Context: an optimization exercise on an open-source flow, tuned for small area, a short achievable clock period and few clock cycles. The choices shown serve that exercise and are no tape-out recipe.
RTL that was checked went through simulation tests only; none was proved equivalent to the original.
Function not checked in runs 1 to 3: the RTL went through the layout flow alone.
Power figures rest on the tool's default switching activity, not on a simulated workload.

## flow/flow/run.sh

```bash
#!/bin/bash
# The standard layout, with the port buffers made of the smallest
# buffer cell (sky130_fd_sc_hd__buf_1) instead of the one buffer_ports
# picks by itself; every input and output port still gets its buffer.
set -euo pipefail
export BUFFER_PORTS_ARGS="-buffer_cell sky130_fd_sc_hd__buf_1"
bash standard.sh > standard_flow.log 2>&1
```

## flow/standard.sh

```bash
#!/bin/bash
# synth_recipe.tcl (not shown) runs the flow's synth.tcl, then flattens the netlist and writes it again
# the make line also repeats each setting of config.mk as NAME=value (left out here)
make -C /OpenROAD-flow-scripts/flow DESIGN_CONFIG=/design/flow/config.mk WORK_HOME=/design/flow/orfs CLKGATE_MAP_FILE= SYNTH_SCRIPT=/design/flow/synth_recipe.tcl "${@:-finish}"
```

## flow/config.mk

```make
export PLATFORM = sky130hd
export DESIGN_NAME = ex_unit
export DESIGN_NICKNAME = ex_unit
export VERILOG_FILES = /design/flow/design.v
export SDC_FILE = /design/flow/constraint.sdc
export NUM_CORES = 4
export LEC_CHECK = 0
export ABC_AREA = 1
export CAP_MARGIN = 20
export CORE_MARGIN = 2
export CORE_UTILIZATION = 70
export SETUP_SLACK_MARGIN = 2.6
export SLEW_MARGIN = 20
```

## flow/constraint.sdc

```tcl
create_clock -name core_clock -period 7.0 [get_ports {i_clk}]
set_input_delay 1.4000 -clock core_clock [delete_from_list [all_inputs] [get_ports {i_clk}]]
set_output_delay 1.4000 -clock core_clock [all_outputs]
set_load 0.01 [all_outputs]
```

## flow/design.v

```verilog
`timescale 1ns/1ps
`default_nettype none
module ex_decode (
    input  wire logic [6:0] i_opcode,
    input  wire logic [2:0] i_funct3,
    input  wire logic       i_funct7_b5,
    output logic            o_is_op,
    output logic            o_is_opimm,
    output logic            o_is_lui,
    output logic            o_is_auipc,
    output logic            o_is_jal,
    output logic            o_is_jalr,
    output logic            o_is_br,      
    output logic            o_illegal,
    output logic            o_a_rs1,      
    output logic            o_a_pc,       
    output logic            o_b_rs2,      
    output logic            o_sub,        
    output logic            o_cmp_imm     
);
    logic br_opc;
    assign o_is_op    = (i_opcode == 7'b0110011);
    assign o_is_opimm = (i_opcode == 7'b0010011);
    assign o_is_lui   = (i_opcode == 7'b0110111);
    assign o_is_auipc = (i_opcode == 7'b0010111);
    assign o_is_jal   = (i_opcode == 7'b1101111);
    assign o_is_jalr  = (i_opcode == 7'b1100111);
    assign br_opc     = (i_opcode == 7'b1100011);
    assign o_is_br    = br_opc && (i_funct3[2:1] != 2'b01);
    assign o_illegal  = !(o_is_op || o_is_opimm || o_is_lui || o_is_auipc ||
                          o_is_jal || o_is_jalr || o_is_br);
    assign o_a_rs1   = !i_opcode[3] && (i_opcode[2] == i_opcode[6]);
    assign o_a_pc    = ((i_opcode[2] != i_opcode[6]) || i_opcode[3]) &&
                       !(i_opcode[5] && !i_opcode[6]);
    assign o_b_rs2   = i_opcode[5] && !i_opcode[6] && !i_opcode[2];
    assign o_sub     = o_b_rs2 && i_funct7_b5 && (i_funct3 == 3'b000);
    assign o_cmp_imm = !i_opcode[5];
endmodule
`default_nettype wire
`timescale 1ns/1ps
`default_nettype none
module ex_alu (
    input  wire logic             i_a_rs1,
    input  wire logic             i_a_pc,
    input  wire logic             i_b_rs2,
    input  wire logic             i_sub,
    input  wire logic             i_cmp_imm,
    input  wire logic [2:0]       i_funct3,
    input  wire logic             i_funct7_b5,
    input  wire logic [32-1:0] i_rs1_val,
    input  wire logic [32-1:0] i_rs2_val,
    input  wire logic [32-1:0] i_pc,
    input  wire logic [32-1:0] i_imm,
    input  wire logic [32-1:0] i_pred_addr,
    output logic [32-1:0]      o_sum,       
    output logic [32-1:0]      o_p,         
    output logic [32-1:0]      o_g,         
    output logic                  o_sum_ne,    
    output logic [32-1:0]      o_shr,       
    output logic                  o_cond       
);
    logic [32-1:0] a;
    logic [32-1:0] b;
    logic [32-1:0] ne_bits;
    logic [32-1:0] cb;
    logic             geu;
    logic             ltu;
    logic             lt;
    logic             eq;
    logic             left;
    logic [32-1:0] sh_in;
    logic             fill;
    assign a = ({32{i_a_rs1}} & i_rs1_val) | ({32{i_a_pc}} & i_pc);
    assign b = i_b_rs2 ? i_rs2_val : i_imm;
    ex_add u_add (
        .i_a  (a),
        .i_b  (i_sub ? ~b : b),
        .i_cin(i_sub),
        .o_p  (o_p),
        .o_g  (o_g),
        .o_sum(o_sum)
    );
    always_comb begin
        ne_bits[0] = o_p[0] ^ i_pred_addr[0];
        for (int i = 1; i < 32; i++)
            ne_bits[i] = o_p[i] ^ i_pred_addr[i] ^ (o_g[i-1] || (o_p[i-1] && !i_pred_addr[i-1]));
    end
    assign o_sum_ne = |ne_bits;
    assign cb = i_cmp_imm ? i_imm : i_rs2_val;
    ex_cmp u_cmp (
        .i_x  (i_rs1_val),
        .i_y  (cb),
        .o_geu(geu),
        .o_eq (eq)
    );
    assign ltu = !geu;
    assign lt  = ltu ^ i_rs1_val[32-1] ^ cb[32-1];
    always_comb begin
        case (i_funct3[2:1])
            2'b00:   o_cond = eq ^ i_funct3[0];
            2'b01:   o_cond = i_funct3[0] ? ltu : lt;
            2'b10:   o_cond = lt ^ i_funct3[0];
            default: o_cond = ltu ^ i_funct3[0];
        endcase
    end
    always_comb begin
        left = !i_funct3[2];
        for (int i = 0; i < 32; i++)
            sh_in[i] = left ? i_rs1_val[32-1-i] : i_rs1_val[i];
    end
    assign fill = i_funct7_b5 && i_rs1_val[32-1] && !left;
    ex_shr u_shr (
        .i_val  (sh_in),
        .i_shamt(b[5-1:0]),
        .i_fill (fill),
        .o_val  (o_shr)
    );
endmodule
module ex_add (
    input  wire logic [32-1:0] i_a,
    input  wire logic [32-1:0] i_b,
    input  wire logic             i_cin,
    output logic [32-1:0]      o_p,       
    output logic [32-1:0]      o_g,       
    output logic [32-1:0]      o_sum
);
    localparam int L = $clog2(32);
    logic [32-1:0] g [0:L];
    logic [32-1:0] t [0:L];
    always_comb begin
        o_p  = i_a ^ i_b;
        o_g  = i_a & i_b;
        g[0] = o_g;
        t[0] = o_p;
        g[0][0] = o_g[0] | (o_p[0] & i_cin);
        for (int l = 0; l < L; l++) begin
            for (int i = 0; i < 32; i++) begin
                if (i[l]) begin
                    g[l+1][i] = g[l][i] | (t[l][i] & g[l][((i >> l) << l) - 1]);
                    t[l+1][i] = t[l][i] & t[l][((i >> l) << l) - 1];
                end else begin
                    g[l+1][i] = g[l][i];
                    t[l+1][i] = t[l][i];
                end
            end
        end
        o_sum = o_p ^ {g[L][32-2:0], i_cin};
    end
endmodule
module ex_cmp (
    input  wire logic [32-1:0] i_x,
    input  wire logic [32-1:0] i_y,
    output logic                  o_geu,
    output logic                  o_eq
);
    localparam int L = $clog2(32);
    logic [32-1:0] gt [0:L];
    logic [32-1:0] e  [0:L];
    always_comb begin
        gt[0] = i_x & ~i_y;
        e[0]  = ~(i_x ^ i_y);
        for (int l = 0; l < L; l++) begin
            for (int i = 0; i < (32 >> (l + 1)); i++) begin
                gt[l+1][i] = gt[l][2*i+1] | (e[l][2*i+1] & gt[l][2*i]);
                e[l+1][i]  = e[l][2*i+1] & e[l][2*i];
            end
            for (int i = (32 >> (l + 1)); i < 32; i++) begin
                gt[l+1][i] = 1'b0;
                e[l+1][i]  = 1'b0;
            end
        end
        o_geu = gt[L][0] | e[L][0];
        o_eq  = e[L][0];
    end
endmodule
module ex_shr (
    input  wire logic [32-1:0]    i_val,
    input  wire logic [5-1:0] i_shamt,
    input  wire logic                i_fill,
    output logic [32-1:0]         o_val
);
    logic [2*32-1:0] ext;
    assign ext   = {{32{i_fill}}, i_val};
    assign o_val = ext[i_shamt +: 32];
endmodule
`default_nettype wire
`timescale 1ns/1ps
`default_nettype none
module ex_branch (
    input  wire logic             i_taken,
    input  wire logic [32-1:0] i_target,     
    input  wire logic             i_target_ne,  
    input  wire logic [32-1:0] i_pc,
    input  wire logic [32-1:0] i_pred_addr,
    output logic [32-1:0]      o_pc_plus4,
    output logic [32-1:0]      o_next_pc,
    output logic                  o_mispredict
);
    localparam int N = 32 - 2;
    localparam int L = $clog2(N);
    logic [N-1:0] all [0:L];
    always_comb begin
        all[0] = i_pc[32-1:2];
        for (int l = 0; l < L; l++)
            for (int i = 0; i < N; i++)
                all[l+1][i] = (i[l] && ((i >> l) << l) >= 1) ?
                              all[l][i] & all[l][((i >> l) << l) - 1] : all[l][i];
        o_pc_plus4 = {i_pc[32-1:2] ^ {all[L][N-2:0], 1'b1}, i_pc[1:0]};
    end
    assign o_next_pc    = i_taken ? i_target : o_pc_plus4;
    assign o_mispredict = i_taken ? i_target_ne : (o_pc_plus4 != i_pred_addr);
endmodule
`default_nettype wire
`timescale 1ns/1ps
`default_nettype none
module ex_result (
    input  wire logic             i_clk,
    input  wire logic             i_resetn,
    input  wire logic             i_req,
    input  wire logic [32-1:0] i_result,
    input  wire logic             i_rd_we,
    input  wire logic             i_illegal,
    input  wire logic [32-1:0] i_next_pc,
    input  wire logic             i_mispredict,
    output logic                  o_ack,
    output logic [32-1:0]      o_result,
    output logic                  o_rd_we,
    output logic [32-1:0]      o_next_pc,
    output logic                  o_mispredict,
    output logic                  o_illegal
);
    logic             ack_q;
    logic [32-1:0] result_q;
    logic             rd_we_q;
    logic [32-1:0] next_pc_q;
    logic             mispredict_q;
    logic             illegal_q;
    always_ff @(posedge i_clk) begin
        if (!i_resetn) ack_q <= 1'b0;
        else           ack_q <= i_req;
    end
    always_ff @(posedge i_clk) begin
        if (!ack_q) begin
            result_q     <= i_result;
            rd_we_q      <= i_rd_we;
            next_pc_q    <= i_next_pc;
            mispredict_q <= i_mispredict;
            illegal_q    <= i_illegal;
        end
    end
    assign o_ack        = ack_q;
    assign o_result     = result_q;
    assign o_rd_we      = rd_we_q;
    assign o_next_pc    = next_pc_q;
    assign o_mispredict = mispredict_q;
    assign o_illegal    = illegal_q;
endmodule
`default_nettype wire
`timescale 1ns/1ps
`default_nettype none
module ex_unit (
    input  wire logic             i_clk,
    input  wire logic             i_resetn,
    input  wire logic             i_req,
    input  wire logic [6:0]       i_opcode,
    input  wire logic [2:0]       i_funct3,
    input  wire logic             i_funct7_b5,
    input  wire logic [32-1:0] i_rs1_val,
    input  wire logic [32-1:0] i_rs2_val,
    input  wire logic [32-1:0] i_pc,
    input  wire logic [32-1:0] i_imm,
    input  wire logic [32-1:0] i_pred_addr,
    output wire logic             o_ack,
    output wire logic [32-1:0] o_result,
    output wire logic             o_rd_we,
    output wire logic [32-1:0] o_next_pc,
    output wire logic             o_mispredict,
    output wire logic             o_illegal
);
    logic             is_op;
    logic             is_opimm;
    logic             is_lui;
    logic             is_auipc;
    logic             is_jal;
    logic             is_jalr;
    logic             is_br;
    logic             illegal;
    logic             a_rs1;
    logic             a_pc;
    logic             b_rs2;
    logic             sub;
    logic             cmp_imm;
    logic [32-1:0] sum;
    logic             sum_ne;
    logic [32-1:0] shr;
    logic [32-1:0] p;
    logic [32-1:0] g;
    logic             cond;
    logic             taken;
    logic [32-1:0] pc_plus4;
    logic [32-1:0] next_pc;
    logic             mispredict;
    logic             alu;
    logic             sel_sum;
    logic             sel_sll;
    logic             sel_srl;
    logic             sel_p;
    logic             sel_g;
    logic             sel_cond;
    logic [32-1:0] result;
    ex_decode u_decode (
        .i_opcode   (i_opcode),
        .i_funct3   (i_funct3),
        .i_funct7_b5(i_funct7_b5),
        .o_is_op    (is_op),
        .o_is_opimm (is_opimm),
        .o_is_lui   (is_lui),
        .o_is_auipc (is_auipc),
        .o_is_jal   (is_jal),
        .o_is_jalr  (is_jalr),
        .o_is_br    (is_br),
        .o_illegal  (illegal),
        .o_a_rs1    (a_rs1),
        .o_a_pc     (a_pc),
        .o_b_rs2    (b_rs2),
        .o_sub      (sub),
        .o_cmp_imm  (cmp_imm)
    );
    ex_alu u_alu (
        .i_a_rs1    (a_rs1),
        .i_a_pc     (a_pc),
        .i_b_rs2    (b_rs2),
        .i_sub      (sub),
        .i_cmp_imm  (cmp_imm),
        .i_funct3   (i_funct3),
        .i_funct7_b5(i_funct7_b5),
        .i_rs1_val  (i_rs1_val),
        .i_rs2_val  (i_rs2_val),
        .i_pc       (i_pc),
        .i_imm      (i_imm),
        .i_pred_addr(i_pred_addr),
        .o_sum      (sum),
        .o_p        (p),
        .o_g        (g),
        .o_sum_ne   (sum_ne),
        .o_shr      (shr),
        .o_cond     (cond)
    );
    assign taken = is_jal || is_jalr || (is_br && cond);
    ex_branch u_branch (
        .i_taken     (taken),
        .i_target    (sum),
        .i_target_ne (sum_ne),
        .i_pc        (i_pc),
        .i_pred_addr (i_pred_addr),
        .o_pc_plus4  (pc_plus4),
        .o_next_pc   (next_pc),
        .o_mispredict(mispredict)
    );
    assign alu       = is_op || is_opimm;
    assign sel_sum   = (alu && i_funct3 == 3'b000) || is_auipc || is_lui;
    assign sel_sll   = alu && i_funct3 == 3'b001;
    assign sel_srl   = alu && i_funct3 == 3'b101;
    assign sel_p     = alu && i_funct3[2] && !i_funct3[0];
    assign sel_g     = alu && i_funct3[2] && i_funct3[1];
    assign sel_cond  = (alu && i_funct3[2:1] == 2'b01) || is_br;
    always_comb begin
        for (int i = 0; i < 32; i++)
            result[i] = (sel_sum   && sum[i])            ||
                        (sel_sll   && shr[32-1-i])    ||
                        (sel_srl   && shr[i])            ||
                        (sel_p     && p[i])              ||
                        (sel_g     && g[i])              ||
                        ((is_jal || is_jalr) && pc_plus4[i]);
        result[0] = result[0] || (sel_cond && cond);
    end
    ex_result u_result (
        .i_clk       (i_clk),
        .i_resetn    (i_resetn),
        .i_req       (i_req),
        .i_result    (result),
        .i_rd_we     (!illegal && !is_br),
        .i_illegal   (illegal),
        .i_next_pc   (next_pc),
        .i_mispredict(mispredict),
        .o_ack       (o_ack),
        .o_result    (o_result),
        .o_rd_we     (o_rd_we),
        .o_next_pc   (o_next_pc),
        .o_mispredict(o_mispredict),
        .o_illegal   (o_illegal)
    );
endmodule
`default_nettype wire
```

==> results of run 1 <==
-- routing by layer --
metal / GRT overflow / global-route usage [%]
met5: 0 / 10.56
met4: 3 / 60.69
met3: 0 / 41.91
met2: 6 / 86.08
met1: 0 / 71.95
-- power by group through the flow --
stage          logic [mW]  registers, mW  clock network, mW
3_3_place_gp        0.897          0.484                  0
4_1_cts             0.984          0.478              0.461
2_1_floorplan       0.631          0.496                  0
3_5_place_dp        0.925          0.486                  0
-- synth_stat cells (all sizes together), types with 13 or more instances --
cell type / n / area share (%)
buf: 33 / 1.8
or2: 13 / 0.71
o22ai: 36 / 2.0
inv: 246 / 8.0
edfxtp: 67 / 17
xnor2: 14 / 1.1
fa: 36 / 6.3
nand4: 39 / 2.1
a221oi: 20 / 1.5
nand2: 551 / 18
a21oi: 57 / 2.5
o21ai: 266 / 12
ha: 69 / 7.5
o211ai: 24 / 1.6
xor2: 34 / 2.6
nor2: 96 / 3.2
clkbuf: 52 / 1.7
nand3: 133 / 5.8
-- logic make-up after synthesis --
logic type,after synthesis
AO/OA/AOI/OAI,433
flip-flops,68
AND/OR/NAND/NOR,858
multiplexers,6
XOR/XNOR,49
buffers and inverters,332
adder cells (fa/ha/maj),105
-- metrics by stage --
step,area (µm²),cells
3_5_place_dp,12540,2243
4_1_cts,13400,2285
2_1_floorplan,11650,1851
3_3_place_gp,12540,2243
-- worst max path at each step --
stage / startpoint / cells past startpoint / to
2_1_floorplan: i_opcode[6] / 25 / u_result.result_q[16]$_DFFE_PN_
3_3_place_gp: i_opcode[5] / 21 / u_result.result_q[16]$_DFFE_PN_
3_5_place_dp: i_opcode[5] / 16 / u_result.next_pc_q[21]$_DFFE_PN_
4_1_cts: i_opcode[6] / 22 / u_result.result_q[16]$_DFFE_PN_
-- repair_timing --
item	in CTS
pin swaps	15
cloned	8
hold buffers	0
resized for setup	71
endpoints found under the setup margin	65
buffers inserted	18
==> results.txt, run 1 <==
# TYPE chip_impl_metric gauge
chip_impl_metric{name="place.port_buffers",unit=""} 241
chip_impl_metric{name="gr-usage-all-layers",unit="%"} 66.19
chip_impl_metric{name="cts_htree_levels",unit=""} 3
chip_impl_metric{name="syn_nets",unit=""} 2130
chip_impl_info{name="synthFlopType",value="edfxtp_1"} 1
chip_impl_metric{name="synth_enable_flop_cells",unit=""} 67
chip_impl_metric{name="clkSinkCount",unit=""} 68
chip_impl_metric{name="synth_area_per_cell",unit="µm²"} 6.219
chip_impl_metric{name="syn_area",unit="µm²"} 11510
chip_impl_metric{name="floorplan.initialDensity",unit="%"} 71.94
chip_impl_metric{name="synth-xor-area-share",unit="%"} 3.848
chip_impl_metric{name="synthArstFlopShare",unit="%"} 0
chip_impl_metric{name="die_w",unit="µm"} 132.2
chip_impl_info{name="worst-ep-kind",value="sequential cell input"} 1
chip_impl_metric{name="fraction_of_the_mapped_netlist_area_in_adder_cells",unit="%"} 13.76
chip_impl_metric{name="synth_simple_gate_area_share",unit="%"} 31.34
chip_impl_metric{name="synth_compound_gate_area_share",unit="%"} 21.34
chip_impl_metric{name="yosys_register_bits",unit=""} 68
chip_impl_metric{name="number_of_buffers_on_the_longest_clock_path",unit=""} 2
chip_impl_metric{name="floorplan.io_pins",unit=""} 242
chip_impl_metric{name="dp_hpwl",unit="mm"} 37.51
chip_impl_metric{name="netlist_instances",unit=""} 1851
chip_impl_info{name="stopping_stage",value="global routing (5_1_grt)"} 1
chip_impl_info{name="clk_root_buffer_cell",value="clkbuf_16"} 1
chip_impl_metric{name="std_cell_rows",unit=""} 46
chip_impl_metric{name="detailedPlace.worstSlack",unit="ns"} 0.8774
chip_impl_metric{name="yosysSeqAreaShare",unit="%"} 17.65
chip_impl_info{name="run_status",value="did not finish"} 1
chip_impl_info{name="postGrtWorstEndpoint",value="u_result.result_q[16]$_DFFE_PN_/D"} 1
chip_impl_metric{name="grt_start_max_net_pins",unit=""} 70
chip_impl_metric{name="globalplace.congestion",unit=""} 1.197
chip_impl_metric{name="cts_made_buffers",unit=""} 9
chip_impl_metric{name="globalRoute.totalOverflow",unit=""} 9
chip_impl_metric{name="netlist-cell-type-count",unit=""} 55
chip_impl_info{name="combinational_family_with_the_most_area_after_synthesis",value="simple AND/OR/NAND/NOR gates"} 1
chip_impl_metric{name="die-height",unit="µm"} 132.2
chip_impl_info{name="error_message",value="[ERROR GRT-0232] Routing congestion too high. Check the congestion heatmap in the GUI."} 1
chip_impl_metric{name="synth.yosys.warnings",unit=""} 11
chip_impl_metric{name="muxShareOfSynthArea",unit="%"} 0.5217
==> run 2: changes to the inputs <==
--- a/flow/config.mk
+++ b/flow/config.mk
@@ -8,6 +8,6 @@
 export ABC_AREA = 1
 export CAP_MARGIN = 20
 export CORE_MARGIN = 2
-export CORE_UTILIZATION = 70
+export CORE_UTILIZATION = 55
 export SETUP_SLACK_MARGIN = 2.6
 export SLEW_MARGIN = 20
==> run 2 against run 1 <==
Effect of this change: synthesized area is the same; synthesized cell count is the same; now clean on timing, DRC and antenna.
==> results.txt, run 2 <==
# TYPE chip_impl_metric gauge
chip_impl_info{name="run_status",value="finished clean"} 1
chip_impl_metric{name="dp_hpwl",unit="mm"} 41.36
chip_impl_metric{name="drc_errors",unit=""} 0
chip_impl_metric{name="required_time_of_the_critical_path",unit="ns"} 7.06
chip_impl_metric{name="finalMaxSlewViolations",unit=""} 0
chip_impl_metric{name="grt_start_max_net_pins",unit=""} 70
chip_impl_info{name="rsz_0062_raised_after_global_routing",value="yes"} 1
chip_impl_metric{name="cts.clk_slew.worst_paths",unit="ns"} 0.06
chip_impl_info{name="critical_path.reg2reg.endpoint",value="u_result.next_pc_q[6]$_DFFE_PN_"} 1
chip_impl_metric{name="post_layout_nonfiller_instances",unit=""} 2413
chip_impl_metric{name="grt_pass1_wl",unit="mm"} 79.83
chip_impl_metric{name="power.internal",unit="mW"} 1.204
chip_impl_info{name="clk_root_buffer_cell",value="clkbuf_16"} 1
chip_impl_metric{name="switching_share",unit="%"} 44.80
chip_impl_metric{name="peak_freq",unit="GHz"} 0.2172
chip_impl_info{name="critical_path.most_common_cell",value="buf_12"} 1
chip_impl_metric{name="die-height",unit="µm"} 148.7
chip_impl_metric{name="yosys_register_bits",unit=""} 68
chip_impl_metric{name="design.core.area",unit="µm²"} 20360
chip_impl_metric{name="power_frac_clock",unit="%"} 21.2
chip_impl_metric{name="antenna_found_initial",unit=""} 2
chip_impl_metric{name="syn_nets",unit=""} 2130
chip_impl_metric{name="drt_pre_antenna_iters",unit=""} 15
chip_impl_metric{name="netlist-cell-type-count",unit=""} 55
chip_impl_metric{name="max-cap-violations",unit=""} 0
chip_impl_metric{name="floorplan.io_pins",unit=""} 242
chip_impl_metric{name="part_of_the_total_power_dissipated_in_sequential_elements",unit="%"} 21.9
chip_impl_info{name="setup.worst_path.end_class",value="flip-flop"} 1
chip_impl_metric{name="gr-usage-all-layers",unit="%"} 48.26
chip_impl_metric{name="worst-path-buf-inv",unit=""} 7
chip_impl_metric{name="total_power",unit="mW"} 2.180
chip_impl_metric{name="cts_htree_levels",unit=""} 3
chip_impl_metric{name="met2_length",unit="mm"} 22.46
chip_impl_metric{name="place.port_buffers",unit=""} 241
chip_impl_info{name="synthFlopType",value="edfxtp_1"} 1
chip_impl_info{name="timing.setup.critical_path_class",value="input port to flip-flop"} 1
chip_impl_metric{name="synth_enable_flop_cells",unit=""} 67
chip_impl_info{name="topRoutingLayerUsed",value="met5"} 1
chip_impl_info{name="crit_path_cell_trace",value="buf_12, clkinv_8, a21oi_4, o21ai_4, buf_12, buf_12, o22ai_4, o21ai_2, inv_1, fa_2, a21oi_2, o21ai_2, nand2_1, nand2_2, nand2_4, a21oi_4, nand3_2, nand2_4, inv_2, fa_1, inv_2, a221oi_2, nand4_1"} 1
chip_impl_metric{name="yosysSeqAreaShare",unit="%"} 17.65
chip_impl_metric{name="fin_util",unit="%"} 73.25
chip_impl_metric{name="final_period_minus_worst_setup_slack",unit="ns"} 4.603
chip_impl_metric{name="synthArstFlopShare",unit="%"} 0
chip_impl_metric{name="finalSetupTns",unit="ns"} 0
chip_impl_metric{name="p_comb_share",unit="%"} 56.9
chip_impl_metric{name="synth_top_area_share",unit="%"} 17.87
chip_impl_metric{name="std_cell_rows",unit=""} 52
chip_impl_info{name="netlist_top_cells_area",value="nand2_1, edfxtp_1, o21ai_0"} 1
chip_impl_metric{name="wl",unit="mm"} 57.27
chip_impl_metric{name="timing.critical_path.fanout_max",unit=""} 5
chip_impl_metric{name="finalHoldViolCount",unit=""} 0
chip_impl_metric{name="r2r.worst_path.cells",unit=""} 2
chip_impl_metric{name="peakVddDrop",unit="mV"} 0.1519
chip_impl_metric{name="route.detailed.vias_per_inst",unit=""} 6.520
chip_impl_metric{name="postCtsHoldBufs",unit=""} 0
chip_impl_info{name="min-delay-path-class",value="flip-flop to flip-flop"} 1
chip_impl_info{name="cp_slowest_cell",value="fa_1"} 1
chip_impl_metric{name="slowest_delay",unit="ns"} 0.50
chip_impl_metric{name="timing.final.setup_violations",unit=""} 0
chip_impl_info{name="final_common_cell",value="nand2_1"} 1
chip_impl_metric{name="switching_power",unit="mW"} 0.9768
chip_impl_metric{name="worst-slew-pin-transition",unit="ns"} 1.224
chip_impl_metric{name="route.layer.met1.wl",unit="mm"} 19.94
chip_impl_info{name="yosys.area.top_type",value="nand2_1"} 1
chip_impl_metric{name="netlist_instances",unit=""} 1851
chip_impl_metric{name="detail-route-antenna-nets",unit=""} 0
chip_impl_metric{name="floorplan.initialDensity",unit="%"} 56.52
chip_impl_metric{name="wl_met3",unit="mm"} 9.421
chip_impl_info{name="reg_top3",value="u_result.next_pc_q: 32 flops, u_result.result_q: 32 flops"} 1
chip_impl_metric{name="routed-via-count",unit=""} 15732
chip_impl_metric{name="ff2ff_setup_slack",unit="ns"} 5.58
chip_impl_metric{name="globalRoute.totalOverflow",unit=""} 0
chip_impl_metric{name="detail_route.wl_per_cell",unit="µm"} 23.74
chip_impl_info{name="worst_r2r_startpoint",value="u_result.ack_q$_SDFF_PN0_"} 1
chip_impl_metric{name="timing.max_slew.rel_slack",unit="%"} 18.22
chip_impl_metric{name="cts_made_buffers",unit=""} 9
chip_impl_metric{name="worstPathArrival",unit="ns"} 4.66
chip_impl_metric{name="placement.cell_area",unit="µm²"} 12610
chip_impl_metric{name="number_of_buffers_on_the_longest_clock_path",unit=""} 2
chip_impl_info{name="most-common-layout-cells",value="nand2_1, inv_1, buf_1, o21ai_0, nand3_1"} 1
chip_impl_metric{name="design.final.nets",unit=""} 2416
chip_impl_metric{name="globalplace.congestion",unit=""} 1.067
chip_impl_info{name="cts_tree",value="done"} 1
chip_impl_metric{name="final_area",unit="µm²"} 14920
chip_impl_info{name="cp-startpoint",value="i_opcode[2]"} 1
chip_impl_info{name="hold_path_start",value="u_result.ack_q$_SDFF_PN0_"} 1
chip_impl_metric{name="min_period_over_period",unit="%"} 65.76
chip_impl_metric{name="die_area",unit="µm²"} 22100
chip_impl_info{name="hold-path-endpoint",value="u_result.result_q[26]$_DFFE_PN_"} 1
chip_impl_metric{name="synth.yosys.warnings",unit=""} 11
chip_impl_metric{name="dp_cells",unit=""} 2296
chip_impl_metric{name="power_density",unit="nW/µm²"} 146.2
chip_impl_metric{name="grt_pass1_vias",unit=""} 13515
chip_impl_metric{name="leakage",unit="nW"} 6.943
chip_impl_metric{name="detailedRoute.firstIterationViolations",unit=""} 2724
chip_impl_metric{name="die_w",unit="µm"} 148.7
chip_impl_metric{name="fin_skew",unit="ns"} 0.009958
chip_impl_metric{name="area_growth",unit="%"} 29.59
chip_impl_metric{name="clock_latency",unit="ns"} 0.34
chip_impl_info{name="cpLargestDelayFamily",value="compound AO/OA/AOI/OAI gates"} 1
chip_impl_metric{name="worst_hold_path_depth",unit=""} 2
chip_impl_info{name="netlist_top_cells_count",value="nand2_1, inv_1, o21ai_0, nand3_1, nor2_1"} 1
chip_impl_info{name="cp-start-kind",value="input port"} 1
chip_impl_metric{name="syn_area",unit="µm²"} 11510
chip_impl_info{name="most_numerous_cell_in_the_yosys_netlist",value="nand2_1"} 1
chip_impl_metric{name="synth_area_per_cell",unit="µm²"} 6.219
chip_impl_metric{name="post_route_cells_drive_above_1_share",unit="%"} 13.45
chip_impl_metric{name="clkSinkCount",unit=""} 68
run 2: cell counts after synthesis:
Identical to the previous run, type by type.
run 2: layer usage:
metal / global-route usage, % / vias to the layer above
met5: 0 / -
met4: 30.29 / 2
met3: 13.28 / 402
met2: 70.00 / 1664
met1: 63.55 / 6887
li1: - / 6777
run 2: kinds of logic (layout without fill, tap and decap cells):
kind of cell	count (synthesis)	in the layout	share of synthesized area [%]
adder cells (fa/ha/maj)	105	105	13.76
XOR/XNOR	49	49	3.848
flip-flops	68	68	17.65
other	0	1	0
buffers and inverters	332	618	11.54
AND/OR/NAND/NOR	858	863	31.34
AO/OA/AOI/OAI	433	433	21.34
multiplexers	6	6	0.5218
run 2: power groups by stage:
stage                     clock network (mW)  logic (mW)  registers, mW
final                                  0.463        1.24          0.477
after global routing                   0.478        1.31          0.479
after CTS                              0.460        1.06          0.478
after detailed placement                   0       0.943          0.485
after global placement                     0       0.937          0.484
after floorplan                            0       0.631          0.496
run 2: what timing repair did:
| action | in CTS | in global routing |
|---|---|---|
| pin swaps | 34 | 57 |
| buffers inserted | 43 | 38 |
| endpoints found under the setup margin | 65 | 59 |
| cloned | 16 | 3 |
| gates resized for setup | 133 | 125 |
run 2: worst min-delay path: stages (launching register included):
cell     delay (ns)
dfxtp_1        0.34
inv_2          0.04
buf_4          0.36
run 2: area by class of cell:
cell class	instances	area, µm²
repair inverters	3	26.28
flip-flops and latches	68	2032
well taps	270	337.8
multi-input cells	1456	8995
fillers	1628	5448
diodes	1	2.502
repair buffers	352	2248
clock inverters	7	81.33
clock buffers	9	225.2
inverters	247	968.4
run 2: worst max path at each step:
stage,cells past startpoint,to,slack (ns)
floorplan,25,u_result.result_q[16]$_DFFE_PN_,2.29
global placement,21,u_result.next_pc_q[28]$_DFFE_PN_,0.88
detailed placement,21,u_result.next_pc_q[8]$_DFFE_PN_,0.83
CTS,23,u_result.result_q[16]$_DFFE_PN_,2.60
global route,25,u_result.next_pc_q[15]$_DFFE_PN_,2.26
finish,23,u_result.result_q[16]$_DFFE_PN_,2.40
run 2: stage by stage:
stage	worst slack (ns)	hold slack [ns]
floorplan	2.295	1.493
global placement	0.8824	0.9770
detailed placement	0.8346	0.9961
CTS	2.603	1.010
global route	2.255	1.071
finish	2.397	1.012
==> run 3: changes to the inputs <==
--- a/flow/config.mk
+++ b/flow/config.mk
@@ -8,6 +8,6 @@
 export ABC_AREA = 1
 export CAP_MARGIN = 20
 export CORE_MARGIN = 2
-export CORE_UTILIZATION = 55
-export SETUP_SLACK_MARGIN = 2.6
+export CORE_UTILIZATION = 45
+export SETUP_SLACK_MARGIN = 2.3
 export SLEW_MARGIN = 20
==> run 3 against run 2 <==
Effect of this change: synthesized cell count unchanged; die area increased by 22%; global-route usage decreased by 9.4 points; sequential share of layout area increased by 0.99 points; first-iteration DRC count decreased by 37%; clock skew decreased by 0.0013 ns; via count decreased by 9.0%; fmax decreased by 0.92%; design area decreased by 6.8%; core utilization decreased by 18 points; count of clock-buffer cells in the layout unchanged; critical endpoint unchanged; largest power group unchanged.
==> results.txt, run 3 <==
# TYPE chip_impl_metric gauge
chip_impl_metric{name="timing.max_slew.rel_slack",unit="%"} 18.90
chip_impl_metric{name="cts_made_buffers",unit=""} 9
chip_impl_info{name="min-delay-path-class",value="flip-flop to flip-flop"} 1
chip_impl_metric{name="power_frac_clock",unit="%"} 23.1
chip_impl_metric{name="synth_area_per_cell",unit="µm²"} 6.219
chip_impl_metric{name="slowest_delay",unit="ns"} 0.47
chip_impl_metric{name="design.core.area",unit="µm²"} 25180
chip_impl_metric{name="detailedRoute.firstIterationViolations",unit=""} 1726
chip_impl_metric{name="floorplan.initialDensity",unit="%"} 45.71
chip_impl_metric{name="yosysSeqAreaShare",unit="%"} 17.65
chip_impl_metric{name="detail-route-antenna-nets",unit=""} 0
chip_impl_info{name="crit_path_cell_trace",value="buf_2, inv_4, nand3_4, nor3_4, buf_12, buf_12, xnor2_2, ha_1, a21oi_2, o21ai_2, nand2_1, nand2_2, nand2_2, a21oi_4, nand3_2, nand2_4, inv_2, fa_1, inv_1, a221oi_2, nand4_1"} 1
chip_impl_metric{name="die_w",unit="µm"} 163.9
chip_impl_info{name="most_numerous_cell_in_the_yosys_netlist",value="nand2_1"} 1
chip_impl_metric{name="floorplan.io_pins",unit=""} 242
chip_impl_metric{name="worst-slew-pin-transition",unit="ns"} 1.214
chip_impl_metric{name="syn_area",unit="µm²"} 11510
chip_impl_metric{name="std_cell_rows",unit=""} 58
chip_impl_metric{name="netlist-cell-type-count",unit=""} 55
chip_impl_metric{name="synth.yosys.warnings",unit=""} 11
chip_impl_metric{name="power.internal",unit="mW"} 1.118
chip_impl_metric{name="cts_htree_levels",unit=""} 3
chip_impl_metric{name="place.port_buffers",unit=""} 241
chip_impl_info{name="setup.worst_path.end_class",value="flip-flop"} 1
chip_impl_metric{name="worstPathArrival",unit="ns"} 4.72
chip_impl_metric{name="grt_pass1_vias",unit=""} 12258
chip_impl_metric{name="min_period_over_period",unit="%"} 66.37
chip_impl_metric{name="antenna_found_initial",unit=""} 1
chip_impl_metric{name="finalSetupTns",unit="ns"} 0
chip_impl_metric{name="synth_enable_flop_cells",unit=""} 67
chip_impl_info{name="clk_root_buffer_cell",value="clkbuf_16"} 1
chip_impl_metric{name="power_density",unit="nW/µm²"} 145.4
chip_impl_metric{name="route.detailed.vias_per_inst",unit=""} 5.910
chip_impl_info{name="grt_busiest_layer",value="met2"} 1
chip_impl_metric{name="clock_latency",unit="ns"} 0.33
chip_impl_metric{name="number_of_buffers_on_the_longest_clock_path",unit=""} 2
chip_impl_metric{name="finalMaxSlewViolations",unit=""} 0
chip_impl_metric{name="groute.layer.met2.usage",unit="%"} 59.11
chip_impl_info{name="timing.setup.critical_path_class",value="input port to flip-flop"} 1
chip_impl_metric{name="die-height",unit="µm"} 163.9
chip_impl_metric{name="detail_route.wl_per_cell",unit="µm"} 22.35
chip_impl_metric{name="dp_hpwl",unit="mm"} 43.76
chip_impl_info{name="cts_tree",value="done"} 1
chip_impl_metric{name="globalplace.congestion",unit=""} 1.006
chip_impl_info{name="rsz_0062_raised_after_global_routing",value="yes"} 1
chip_impl_metric{name="routed-via-count",unit=""} 14309
chip_impl_metric{name="yosys_register_bits",unit=""} 68
chip_impl_metric{name="synthArstFlopShare",unit="%"} 0
chip_impl_metric{name="timing.final.setup_violations",unit=""} 0
chip_impl_metric{name="p_comb_share",unit="%"} 53.3
chip_impl_metric{name="grt_pass1_wl",unit="mm"} 76.40
chip_impl_metric{name="fin_util",unit="%"} 55.23
chip_impl_metric{name="gr-usage-met3",unit="%"} 5.808
chip_impl_info{name="run_status",value="finished clean"} 1
chip_impl_info{name="final_common_cell",value="nand2_1"} 1
chip_impl_info{name="reg_top3",value="u_result.next_pc_q: 32 flops, u_result.result_q: 32 flops"} 1
chip_impl_metric{name="switching_share",unit="%"} 44.72
chip_impl_metric{name="design.final.nets",unit=""} 2365
chip_impl_metric{name="area_growth",unit="%"} 20.82
chip_impl_info{name="cp-start-kind",value="input port"} 1
chip_impl_metric{name="switching_power",unit="mW"} 0.9044
chip_impl_metric{name="finalHoldWorstSlack",unit="ns"} 1.030
chip_impl_metric{name="timing.critical_path.fanout_max",unit=""} 6
chip_impl_metric{name="finalHoldViolCount",unit=""} 0
chip_impl_metric{name="peak_freq",unit="GHz"} 0.2152
chip_impl_metric{name="fin_skew",unit="ns"} 0.008685
chip_impl_metric{name="globalRoute.totalOverflow",unit=""} 0
chip_impl_metric{name="clkSinkCount",unit=""} 68
chip_impl_info{name="netlist_top_cells_count",value="nand2_1, inv_1, o21ai_0, nand3_1, nor2_1"} 1
chip_impl_metric{name="leakage",unit="nW"} 6.489
chip_impl_metric{name="netlist_instances",unit=""} 1851
chip_impl_info{name="cpLargestDelayFamily",value="simple AND/OR/NAND/NOR gates"} 1
chip_impl_metric{name="grt_util_met1",unit="%"} 56.19
chip_impl_metric{name="final_period_minus_worst_setup_slack",unit="ns"} 4.646
chip_impl_metric{name="antenna-diode-count",unit=""} 0
chip_impl_metric{name="postCtsHoldBufs",unit=""} 0
chip_impl_info{name="netlist_top_cells_area",value="nand2_1, edfxtp_1, o21ai_0"} 1
chip_impl_metric{name="wl",unit="mm"} 54.10
chip_impl_metric{name="worst-path-buf-inv",unit=""} 6
chip_impl_metric{name="die_area",unit="µm²"} 26870
chip_impl_metric{name="gr-usage-all-layers",unit="%"} 38.88
chip_impl_metric{name="part_of_the_total_power_dissipated_in_sequential_elements",unit="%"} 23.5
chip_impl_metric{name="required_time_of_the_critical_path",unit="ns"} 7.07
chip_impl_info{name="yosys.area.top_type",value="nand2_1"} 1
chip_impl_metric{name="grt_start_max_net_pins",unit=""} 70
chip_impl_info{name="most-common-layout-cells",value="nand2_1, inv_1, buf_1, o21ai_0, nand3_1"} 1
chip_impl_metric{name="cts.clk_slew.worst_paths",unit="ns"} 0.07
chip_impl_metric{name="peakVddDrop",unit="mV"} 0.1393
chip_impl_metric{name="drc_errors",unit=""} 0
chip_impl_metric{name="syn_nets",unit=""} 2130
chip_impl_info{name="cp_slowest_cell",value="fa_1"} 1
chip_impl_metric{name="max-cap-violations",unit=""} 0
chip_impl_metric{name="post_route_cells_drive_above_1_share",unit="%"} 7.652
chip_impl_metric{name="synth_top_area_share",unit="%"} 17.87
chip_impl_metric{name="drt_pre_antenna_iters",unit=""} 7
chip_impl_info{name="synthFlopType",value="edfxtp_1"} 1
run 3: metal layers:
layer,vias to the layer above,share of wire [%]
li1,6680,-
met1,6564,42
met2,958,42
met3,105,11
met4,2,4.0
met5,-,0.030
run 3: final cells by class:
type / instances / area [µm²]
multi-input cells: 1452 / 8468
well taps: 330 / 412.9
clock inverters: 7 / 80.08
clock buffers: 9 / 225.2
inverters: 247 / 944.7
fillers: 2607 / 11270
flip-flops and latches: 68 / 2032
repair buffers: 308 / 1744
run 3: power by group through the flow:
stage                     logic (mW)  clock network, mW  registers (mW)
final                           1.08              0.468           0.476
after global placement         0.954                  0           0.484
after detailed placement       0.956                  0           0.485
after global routing            1.17              0.485           0.479
after floorplan                0.631                  0           0.496
after CTS                      0.980              0.473           0.476
run 3: final timing paths:
path	startpoint	to	slack, ns	depth (start not counted)
worst min-delay path	u_result.ack_q$_SDFF_PN0_	u_result.next_pc_q[14]$_DFFE_PN_	1.03	2
worst max-delay path	i_opcode[2]	u_result.result_q[16]$_DFFE_PN_	2.35	21
worst max register to register	u_result.ack_q$_SDFF_PN0_	u_result.next_pc_q[2]$_DFFE_PN_	5.55	2
worst min register to register	u_result.ack_q$_SDFF_PN0_	u_result.next_pc_q[14]$_DFFE_PN_	1.03	2
run 3: repair_timing:
item	4_1_cts	5_1_grt
pin swaps	4	13
endpoints found under the setup margin	61	52
cloned	3	7
setup buffers	4	31
resized for setup	46	50
run 3: kinds of logic (layout without fill, tap and decap cells):
| kind of cell | after synthesis | after routing | synth area share, % |
|---|---|---|---|
| AOI/OAI and AO/OA | 433 | 433 | 21.34 |
| DFF | 68 | 68 | 17.65 |
| muxes | 6 | 6 | 0.5218 |
| and+or+nand+nor | 858 | 859 | 31.34 |
| buffers and inverters | 332 | 571 | 11.54 |
| xor gates and xnor gates | 49 | 49 | 3.848 |
| adders and majority gates | 105 | 105 | 13.76 |
run 3: worst reg2reg max path, cell delays in order, from the launching register on:
cell	delay (ns)
dfxtp_1	0.32
inv_2	0.04
buf_4	0.65
run 3: metrics by stage:
stage / total power [mW] / instance area [µm²] / std cells / worst slack [ns]
finish: 2.022 / 13910 / 2421 / 2.354
global route: 2.137 / 13910 / 2421 / 2.218
CTS: 1.930 / 13290 / 2383 / 2.205
detailed placement: 1.441 / 12700 / 2360 / 1.175
global placement: 1.438 / 12700 / 2360 / 1.225
floorplan: 1.126 / 11630 / 1851 / 2.274
==> run 4: changes to the inputs <==
--- a/flow/design.v
+++ b/flow/design.v
@@ -124,7 +124,7 @@
     output logic [32-1:0]      o_g,       
     output logic [32-1:0]      o_sum
 );
-    localparam int L = $clog2(32);
+    localparam int L = 5;     
     logic [32-1:0] g [0:L];
     logic [32-1:0] t [0:L];
     always_comb begin
@@ -153,7 +153,7 @@
     output logic                  o_geu,
     output logic                  o_eq
 );
-    localparam int L = $clog2(32);
+    localparam int L = 5;     
     logic [32-1:0] gt [0:L];
     logic [32-1:0] e  [0:L];
     always_comb begin
@@ -197,7 +197,7 @@
     output logic                  o_mispredict
 );
     localparam int N = 32 - 2;
-    localparam int L = $clog2(N);
+    localparam int L = 5;     
     logic [N-1:0] all [0:L];
     always_comb begin
         all[0] = i_pc[32-1:2];
--- a/flow/config.mk
+++ b/flow/config.mk
@@ -8,6 +8,6 @@
 export ABC_AREA = 1
 export CAP_MARGIN = 20
 export CORE_MARGIN = 2
-export CORE_UTILIZATION = 45
-export SETUP_SLACK_MARGIN = 2.3
+export CORE_UTILIZATION = 55
+export SETUP_SLACK_MARGIN = 2.6
 export SLEW_MARGIN = 20
==> run 4 against run 3 <==
Effect of this change: still clean; worst setup slack better by 0.043 ns; design area up 7.3%; synthesized area unchanged; sequential share of layout area down 0.99 points; routed wire length up 5.9%; synthesized cell count unchanged; final cell count down 0.33%; non-clock buffer count up 44; largest cell class unchanged; largest power group unchanged.
==> results.txt, run 4 <==
# TYPE chip_impl_metric gauge
chip_impl_metric{name="die_w",unit="µm"} 148.7
chip_impl_metric{name="cts_made_buffers",unit=""} 9
chip_impl_metric{name="switching_share",unit="%"} 44.80
chip_impl_info{name="rsz_0062_raised_after_global_routing",value="yes"} 1
chip_impl_metric{name="synth_enable_flop_cells",unit=""} 67
chip_impl_metric{name="timing.final.setup_violations",unit=""} 0
chip_impl_metric{name="worstPathArrival",unit="ns"} 4.66
chip_impl_metric{name="postCtsHoldBufs",unit=""} 0
chip_impl_metric{name="grt_start_max_net_pins",unit=""} 70
chip_impl_metric{name="max-cap-violations",unit=""} 0
chip_impl_info{name="timing.setup.critical_path_class",value="input port to flip-flop"} 1
chip_impl_info{name="most_numerous_cell_in_the_yosys_netlist",value="nand2_1"} 1
chip_impl_metric{name="place.port_buffers",unit=""} 241
chip_impl_metric{name="yosysSeqAreaShare",unit="%"} 17.65
chip_impl_info{name="hold_path_start",value="u_result.ack_q$_SDFF_PN0_"} 1
chip_impl_info{name="min-delay-path-class",value="flip-flop to flip-flop"} 1
chip_impl_metric{name="r2r.worst_path.cells",unit=""} 2
chip_impl_metric{name="power_frac_clock",unit="%"} 21.2
chip_impl_metric{name="routed-via-count",unit=""} 15732
chip_impl_metric{name="part_of_the_total_power_dissipated_in_sequential_elements",unit="%"} 21.9
chip_impl_metric{name="die_area",unit="µm²"} 22100
chip_impl_info{name="clk_root_buffer_cell",value="clkbuf_16"} 1
chip_impl_metric{name="antenna_found_initial",unit=""} 2
chip_impl_metric{name="design.core.area",unit="µm²"} 20360
chip_impl_metric{name="synth_simple_gate_area_share",unit="%"} 31.34
chip_impl_metric{name="gr-usage-all-layers",unit="%"} 48.26
chip_impl_metric{name="multi_input_combinational_cell_area",unit="µm²"} 8995
chip_impl_info{name="yosys.area.top_type",value="nand2_1"} 1
chip_impl_metric{name="fillCellCount",unit=""} 1628
chip_impl_metric{name="route.detailed.vias_per_inst",unit=""} 6.520
chip_impl_metric{name="cts_htree_levels",unit=""} 3
chip_impl_metric{name="clock_latency",unit="ns"} 0.34
chip_impl_info{name="worst_r2r_startpoint",value="u_result.ack_q$_SDFF_PN0_"} 1
chip_impl_info{name="final_common_cell",value="nand2_1"} 1
chip_impl_metric{name="peak_freq",unit="GHz"} 0.2172
chip_impl_metric{name="design.final.nets",unit=""} 2416
chip_impl_info{name="netlist_top_cells_count",value="nand2_1, inv_1, o21ai_0, nand3_1, nor2_1"} 1
chip_impl_metric{name="area_growth",unit="%"} 29.59
chip_impl_metric{name="final_period_minus_worst_setup_slack",unit="ns"} 4.603
chip_impl_metric{name="peakVddDrop",unit="mV"} 0.1519
chip_impl_info{name="setup.worst_path.end_class",value="flip-flop"} 1
chip_impl_metric{name="synth_area_per_cell",unit="µm²"} 6.219
chip_impl_metric{name="power_density",unit="nW/µm²"} 146.2
chip_impl_metric{name="placement.cell_area",unit="µm²"} 12610
chip_impl_metric{name="cts.clk_slew.worst_paths",unit="ns"} 0.06
chip_impl_metric{name="drc_errors",unit=""} 0
chip_impl_metric{name="post_route_cells_drive_above_1_share",unit="%"} 13.45
chip_impl_metric{name="die-height",unit="µm"} 148.7
chip_impl_metric{name="detail_route.wl_per_cell",unit="µm"} 23.74
chip_impl_metric{name="synthArstFlopShare",unit="%"} 0
chip_impl_metric{name="floorplan.io_pins",unit=""} 242
chip_impl_info{name="cp-start-kind",value="input port"} 1
chip_impl_metric{name="number_of_buffers_on_the_longest_clock_path",unit=""} 2
chip_impl_metric{name="leakage",unit="nW"} 6.943
chip_impl_metric{name="netlist-cell-type-count",unit=""} 55
chip_impl_metric{name="wl",unit="mm"} 57.27
chip_impl_info{name="cts_tree",value="done"} 1
chip_impl_metric{name="synth-xor-area-share",unit="%"} 3.848
chip_impl_metric{name="clkSinkCount",unit=""} 68
chip_impl_info{name="most-common-layout-cells",value="nand2_1, inv_1, buf_1, o21ai_0, nand3_1"} 1
chip_impl_metric{name="finalSetupTns",unit="ns"} 0
chip_impl_metric{name="required_time_of_the_critical_path",unit="ns"} 7.06
chip_impl_metric{name="fin_skew",unit="ns"} 0.009958
chip_impl_metric{name="worst_hold_path_depth",unit=""} 2
chip_impl_metric{name="yosys_register_bits",unit=""} 68
chip_impl_metric{name="syn_nets",unit=""} 2130
chip_impl_info{name="critical_path.reg2reg.endpoint",value="u_result.next_pc_q[6]$_DFFE_PN_"} 1
chip_impl_metric{name="ff2ff_setup_slack",unit="ns"} 5.58
chip_impl_info{name="combinational_family_with_the_most_area_after_synthesis",value="simple AND/OR/NAND/NOR gates"} 1
chip_impl_metric{name="finalHoldViolCount",unit=""} 0
chip_impl_metric{name="power.internal",unit="mW"} 1.204
chip_impl_info{name="run_status",value="finished clean"} 1
chip_impl_metric{name="finalMaxSlewViolations",unit=""} 0
chip_impl_metric{name="timing.max_slew.rel_slack",unit="%"} 18.22
chip_impl_metric{name="globalplace.congestion",unit=""} 1.067
chip_impl_metric{name="globalRoute.totalOverflow",unit=""} 0
chip_impl_info{name="reg_top3",value="u_result.next_pc_q: 32 flops, u_result.result_q: 32 flops"} 1
chip_impl_metric{name="syn_area",unit="µm²"} 11510
chip_impl_info{name="hold-path-endpoint",value="u_result.result_q[26]$_DFFE_PN_"} 1
chip_impl_metric{name="timing.critical_path.fanout_max",unit=""} 5
chip_impl_metric{name="switching_power",unit="mW"} 0.9768
chip_impl_metric{name="synth.yosys.warnings",unit=""} 11
chip_impl_metric{name="synth_compound_gate_area_share",unit="%"} 21.34
chip_impl_metric{name="min_period_over_period",unit="%"} 65.76
chip_impl_info{name="synthFlopType",value="edfxtp_1"} 1
chip_impl_metric{name="grt_pass1_vias",unit=""} 13515
chip_impl_metric{name="muxShareOfSynthArea",unit="%"} 0.5217
chip_impl_metric{name="drt_pre_antenna_iters",unit=""} 15
chip_impl_metric{name="detailedRoute.firstIterationViolations",unit=""} 2724
chip_impl_metric{name="final_area",unit="µm²"} 14920
chip_impl_metric{name="fraction_of_the_mapped_netlist_area_in_adder_cells",unit="%"} 13.76
chip_impl_metric{name="layout.area.seq",unit="µm²"} 2032
chip_impl_metric{name="p_comb_share",unit="%"} 56.9
chip_impl_metric{name="worst-slew-pin-transition",unit="ns"} 1.224
chip_impl_metric{name="dp_hpwl",unit="mm"} 41.36
chip_impl_metric{name="detail-route-antenna-nets",unit=""} 0
chip_impl_metric{name="grt_pass1_wl",unit="mm"} 79.83
chip_impl_metric{name="synth_top_area_share",unit="%"} 17.87
chip_impl_metric{name="std_cell_rows",unit=""} 52
chip_impl_metric{name="netlist_instances",unit=""} 1851
chip_impl_metric{name="floorplan.initialDensity",unit="%"} 56.52
chip_impl_info{name="netlist_top_cells_area",value="nand2_1, edfxtp_1, o21ai_0"} 1
run 4: logic make-up after synthesis:
logic type | count (synthesis)
adders and majority gates | 105
AOI/OAI and AO/OA | 433
buffers and inverters | 332
and+or+nand+nor | 858
muxes | 6
DFF | 68
xor gates and xnor gates | 49
run 4: layout make-up:
type / count / share of cell area [%]
Timing Repair inverter: 3 / 0.1761
Clock inverter: 7 / 0.5452
Sequential cell: 68 / 13.62
Antenna cell: 1 / 0.01678
Timing Repair Buffer: 352 / 15.07
Tap cell: 270 / 2.265
Multi-Input combinational cell: 1456 / 60.30
Clock buffer: 9 / 1.510
Inverter: 247 / 6.492
run 4: power groups by stage:
stage	Combinational (mW)	Clock, mW	Sequential (mW)
after CTS	1.06	0.460	0.478
after global routing	1.31	0.478	0.479
after floorplan	0.631	0	0.496
after global placement	0.937	0	0.484
after detailed placement	0.943	0	0.485
final	1.24	0.463	0.477
run 4: metal layers:
| metal | GRT usage (%) | wire (µm) | up-vias | share of wire [%] |
|---|---|---|---|---|
| met4 | 30.29 | 5438 | 2 | 9.5 |
| met5 | 0 | 15 | - | 0.026 |
| met3 | 13.28 | 9421 | 402 | 16 |
| met2 | 70.00 | 22460 | 1664 | 39 |
| met1 | 63.55 | 19940 | 6887 | 35 |
| li1 | - | - | 6777 | - |
run 4: how the worst max path moves through the flow:
stage | end | from
3_3_place_gp | u_result.next_pc_q[28]$_DFFE_PN_ | i_opcode[5]
4_1_cts | u_result.result_q[16]$_DFFE_PN_ | i_opcode[2]
3_5_place_dp | u_result.next_pc_q[8]$_DFFE_PN_ | i_opcode[5]
6_report | u_result.result_q[16]$_DFFE_PN_ | i_opcode[2]
5_1_grt | u_result.next_pc_q[15]$_DFFE_PN_ | i_opcode[2]
2_1_floorplan | u_result.result_q[16]$_DFFE_PN_ | i_opcode[6]
run 4: stage by stage:
stage	hold WS [ns]	std cells	setup WS [ns]	total power, mW	utilization (%)
floorplan	1.493	1851	2.295	1.127	-
global placement	0.9770	2296	0.8824	1.421	61.91
detailed placement	0.9961	2296	0.8346	1.429	61.91
CTS	1.010	2371	2.603	2.000	69.44
global route	1.071	2412	2.255	2.263	73.24
finish	1.012	2413	2.397	2.180	73.25
run 4: what timing repair did:
item	4_1_cts	5_1_grt
pin swaps	34	57
endpoints found under the setup margin	65	59
resized for setup	133	125
setup buffers	43	38
cloned	16	3
run 4: worst max-delay path, cell delays in order:
cell and delay, ns:
buf_12 0.09, clkinv_8 0.06, a21oi_4 0.23, o21ai_4 0.11
buf_12 0.16, buf_12 0.13, o22ai_4 0.19, o21ai_2 0.09
inv_1 0.08, fa_2 0.22, a21oi_2 0.07, o21ai_2 0.15
nand2_1 0.11, nand2_2 0.12, nand2_4 0.07, a21oi_4 0.19
nand3_2 0.13, nand2_4 0.09, inv_2 0.04, fa_1 0.50
inv_2 0.05, a221oi_2 0.23, nand4_1 0.13
Testbench counts of run 4, summed over its fixed seeds: cycles 48,000.
==> run 5: changes to the inputs <==
==> flow/flow/run.sh (replaced) <==
#!/bin/bash
# The standard layout in two calls:
#  - up to clock tree synthesis, timing repair aims for 2.6 ns of setup
#    slack (SETUP_SLACK_MARGIN), which sets how hard the placement-stage
#    repairs size and buffer the logic;
#  - the rest (global route, detailed route, finish) repairs only real
#    violations, so the routed-stage repair adds no cells to chase the
#    margin again.
# The port buffers are the smallest buffer cell (sky130_fd_sc_hd__buf_1)
# instead of the one buffer_ports picks by itself; every input and output
# port still gets its buffer. Each call's full output goes to its own log.
set -euo pipefail
export BUFFER_PORTS_ARGS="-buffer_cell sky130_fd_sc_hd__buf_1"
bash standard.sh SETUP_SLACK_MARGIN=2.6 cts > standard_to_cts.log 2>&1
bash standard.sh SETUP_SLACK_MARGIN=0 finish > standard_finish.log 2>&1
--- a/flow/config.mk
+++ b/flow/config.mk
@@ -8,6 +8,5 @@
 export ABC_AREA = 1
 export CAP_MARGIN = 20
 export CORE_MARGIN = 2
-export CORE_UTILIZATION = 55
-export SETUP_SLACK_MARGIN = 2.6
+export CORE_UTILIZATION = 50
 export SLEW_MARGIN = 20
==> run 5 against run 4 <==
Effect of this change: critical path type unchanged; sequential power barely moved; clock power rose by 0.9%; largest cell class unchanged; largest power group unchanged; critical path depth fell by 4.
==> results.txt, run 5 <==
# TYPE chip_impl_metric gauge
chip_impl_info{name="run_status",value="finished clean"} 1
chip_impl_metric{name="ff2ff_setup_slack",unit="ns"} 5.57
chip_impl_metric{name="power_density",unit="nW/µm²"} 145.7
chip_impl_info{name="min-delay-path-class",value="flip-flop to flip-flop"} 1
chip_impl_metric{name="floorplan.io_pins",unit=""} 242
chip_impl_metric{name="finalHoldViolCount",unit=""} 0
chip_impl_metric{name="clkSinkCount",unit=""} 68
chip_impl_metric{name="synth_area_per_cell",unit="µm²"} 6.219
chip_impl_metric{name="part_of_the_total_power_dissipated_in_sequential_elements",unit="%"} 23.6
chip_impl_metric{name="p_comb_share",unit="%"} 53.3
chip_impl_metric{name="std_cell_rows",unit=""} 55
chip_impl_metric{name="drt_pre_antenna_iters",unit=""} 6
chip_impl_metric{name="switching_power",unit="mW"} 0.8901
chip_impl_metric{name="grt_pass1_wl",unit="mm"} 75.35
chip_impl_metric{name="place.port_buffers",unit=""} 241
chip_impl_metric{name="layout_setup_ws",unit="ns"} 2.412
chip_impl_metric{name="placement.cell_area",unit="µm²"} 12640
chip_impl_metric{name="design.core.area",unit="µm²"} 22640
chip_impl_metric{name="grt_start_max_net_pins",unit=""} 70
chip_impl_metric{name="detailedRoute.firstIterationViolations",unit=""} 1984
chip_impl_info{name="reg_top3",value="u_result.next_pc_q: 32 flops, u_result.result_q: 32 flops"} 1
chip_impl_metric{name="synth_top_area_share",unit="%"} 17.87
chip_impl_metric{name="leakage",unit="nW"} 6.490
chip_impl_metric{name="grt_pass1_vias",unit=""} 12402
chip_impl_metric{name="design.final.nets",unit=""} 2354
chip_impl_info{name="critical_path.reg2reg.endpoint",value="u_result.result_q[1]$_DFFE_PN_"} 1
chip_impl_info{name="worst_r2r_startpoint",value="u_result.ack_q$_SDFF_PN0_"} 1
chip_impl_info{name="yosys.area.top_type",value="nand2_1"} 1
chip_impl_metric{name="globalplace.congestion",unit=""} 1.066
chip_impl_metric{name="gr-usage-all-layers",unit="%"} 41.80
chip_impl_metric{name="finalSetupTns",unit="ns"} 0
chip_impl_metric{name="floorplan.initialDensity",unit="%"} 50.84
chip_impl_metric{name="peakVddDrop",unit="mV"} 0.1399
chip_impl_metric{name="cts_htree_levels",unit=""} 3
chip_impl_metric{name="final_period_minus_worst_setup_slack",unit="ns"} 4.588
chip_impl_metric{name="antenna_found_initial",unit=""} 0
chip_impl_info{name="hold-path-endpoint",value="u_result.next_pc_q[27]$_DFFE_PN_"} 1
chip_impl_metric{name="die_area",unit="µm²"} 24250
chip_impl_metric{name="post_route_cells_drive_above_1_share",unit="%"} 7.163
chip_impl_info{name="final_common_cell",value="nand2_1"} 1
chip_impl_metric{name="yosys_register_bits",unit=""} 68
chip_impl_metric{name="fin_skew",unit="ns"} 0.009923
chip_impl_metric{name="synth.yosys.warnings",unit=""} 11
chip_impl_metric{name="cts_made_buffers",unit=""} 9
chip_impl_info{name="synthFlopType",value="edfxtp_1"} 1
chip_impl_metric{name="number_of_buffers_on_the_longest_clock_path",unit=""} 2
chip_impl_metric{name="detail-route-antenna-nets",unit=""} 0
chip_impl_metric{name="yosysSeqAreaShare",unit="%"} 17.65
chip_impl_info{name="timing.setup.critical_path_class",value="input port to flip-flop"} 1
chip_impl_metric{name="worst_hold_path_depth",unit=""} 2
chip_impl_metric{name="timing.max_slew.rel_slack",unit="%"} 33.09
chip_impl_metric{name="routed-via-count",unit=""} 14085
chip_impl_metric{name="power.internal",unit="mW"} 1.130
chip_impl_info{name="most-common-layout-cells",value="nand2_1, inv_1, buf_1, o21ai_0, nand3_1"} 1
chip_impl_info{name="rsz_0062_raised_after_global_routing",value="no"} 1
chip_impl_metric{name="peak_freq",unit="GHz"} 0.2180
chip_impl_metric{name="required_time_of_the_critical_path",unit="ns"} 7.08
chip_impl_info{name="netlist_top_cells_count",value="nand2_1, inv_1, o21ai_0, nand3_1, nor2_1"} 1
chip_impl_metric{name="wl",unit="mm"} 51.20
chip_impl_metric{name="area_growth",unit="%"} 20.46
chip_impl_metric{name="fillCellCount",unit=""} 2236
chip_impl_metric{name="synthArstFlopShare",unit="%"} 0
chip_impl_metric{name="die_w",unit="µm"} 155.7
chip_impl_metric{name="final_area",unit="µm²"} 13870
chip_impl_metric{name="worst-slew-pin-transition",unit="ns"} 1.000
chip_impl_metric{name="timing.final.setup_violations",unit=""} 0
chip_impl_info{name="netlist_top_cells_area",value="nand2_1, edfxtp_1, o21ai_0"} 1
chip_impl_metric{name="power_frac_clock",unit="%"} 23.1
chip_impl_metric{name="finalMaxSlewViolations",unit=""} 0
chip_impl_metric{name="detail_route.wl_per_cell",unit="µm"} 21.65
chip_impl_info{name="most_numerous_cell_in_the_yosys_netlist",value="nand2_1"} 1
-- run 5: cell count changes in the layout (fill, tap and decap cells not counted), sizes merged --
cell    delta
clkbuf     -4
buf       -54
diode      -1
bufinv     +1
nand2      -3
clkinv     -1
inv        -2
bufbuf     +1
-- run 5: per-layer routing --
layer	global-route usage (%)	part of all wire, %	up-vias
li1	-	-	6654
met1	60.59	41	6279
met2	61.46	41	1034
met3	6.667	13	118
met4	17.82	5.1	0
met5	0	0	-
-- run 5: critical path, stage by stage --
cell and delay (ns):
buf_1 0.14, inv_1 0.17, nand2_2 0.12, nor3_4 0.26, bufinv_16 0.25, o21ai_0 0.57
ha_1 0.42, a21o_1 0.24, nand2_1 0.08, nand2_1 0.08, a21oi_1 0.16, o21bai_1 0.11
nand2_1 0.07, nand2_1 0.05, nor2_1 0.12, nand3_1 0.10, and2_1 0.17, nand2_1 0.05
o21ai_0 0.08
-- run 5: cell families after synthesis --
| logic type | share of synthesized area [%] |
|---|---|
| AOI/OAI and AO/OA | 21.34 |
| xor gates and xnor gates | 3.848 |
| adders and majority gates | 13.76 |
| buffers and inverters | 11.54 |
| DFF | 17.65 |
| muxes | 0.5218 |
| and+or+nand+nor | 31.34 |
-- run 5: layout make-up --
| class | count | area (µm²) | share of cell area, % |
|---|---|---|---|
| multi-input combinational | 1453 | 8499 | 61.30 |
| clock inverter | 7 | 83.83 | 0.6046 |
| tap | 285 | 356.6 | 2.572 |
| timing repair inverter | 1 | 8.758 | 0.06317 |
| sequential | 68 | 2032 | 14.65 |
| clock buffer | 9 | 225.2 | 1.624 |
| timing repair buffer | 295 | 1689 | 12.18 |
| inverter | 247 | 970.9 | 7.002 |
-- run 5: power by group through the flow --
| stage | logic [mW] | clock network (mW) | registers (mW) |
|---|---|---|---|
| finish | 1.08 | 0.467 | 0.476 |
| global route | 1.17 | 0.486 | 0.478 |
| detailed placement | 0.939 | 0 | 0.484 |
| global placement | 0.933 | 0 | 0.484 |
| CTS | 1.03 | 0.471 | 0.476 |
| floorplan | 0.631 | 0 | 0.496 |
-- run 5: worst max-delay path by stage --
stage                startpoint                               end  cells after the start
floorplan           i_opcode[6]   u_result.result_q[16]$_DFFE_PN_                     25
global placement    i_opcode[5]   u_result.result_q[28]$_DFFE_PN_                     17
detailed placement  i_opcode[5]   u_result.result_q[16]$_DFFE_PN_                     21
CTS                 i_opcode[2]   u_result.result_q[16]$_DFFE_PN_                     19
global route        i_funct3[0]  u_result.next_pc_q[31]$_DFFE_PN_                     19
finish              i_funct3[0]  u_result.next_pc_q[31]$_DFFE_PN_                     19
-- run 5: what timing repair did --
action                                 CTS  global route
setup endpoints to repair               65             0
gates resized for setup                101             0
setup buffers                           24             0
hold buffers                             0             0
endpoints found under the hold margin    0             0
-- run 5: metrics by stage --
step           utilization (%)  power, mW  cells
2_1_floorplan                -      1.127   1851
4_1_cts                  61.24      1.982   2365
6_report                 61.24      2.020   2365
3_3_place_gp             55.84      1.417   2313
5_1_grt                  61.24      2.131   2365
3_5_place_dp             55.84      1.424   2313

[re-timing with driven ports]
No port has a modelled driver above. Below, the same layouts with a new extraction and two added sets of constraints. Step 1, drivers: a clkbuf_16 drives i_clk and a buf_2 each remaining input, both assumed. Step 2 also shifts input and output timing later by t, the mid clock arrival at the registers, as if the neighbouring blocks saw the same clock. Three values: ideal, step 1, step 2; two values: the first two.
run | t, ns | setup slack, ns | hold slack, ns | worst register clock-pin slew, ns | pins driven straight from the clock port
run 2 | 0.368 | 2.397 / 2.335 / 1.967 | 1.012 / 1.012 / 1.012 | 0.07 / 0.07 | 1
run 3 | 0.374 | 2.354 / 2.368 / 1.993 | 1.030 / 1.030 / 1.030 | 0.07 / 0.07 | 1
run 4 | 0.368 | 2.397 / 2.335 / 1.967 | 1.012 / 1.012 / 1.012 | 0.07 / 0.07 | 1
run 5 | 0.378 | 2.412 / 2.428 / 2.050 | 1.010 / 1.010 / 1.010 | 0.07 / 0.07 | 1
After both steps every run listed still meets setup and hold.
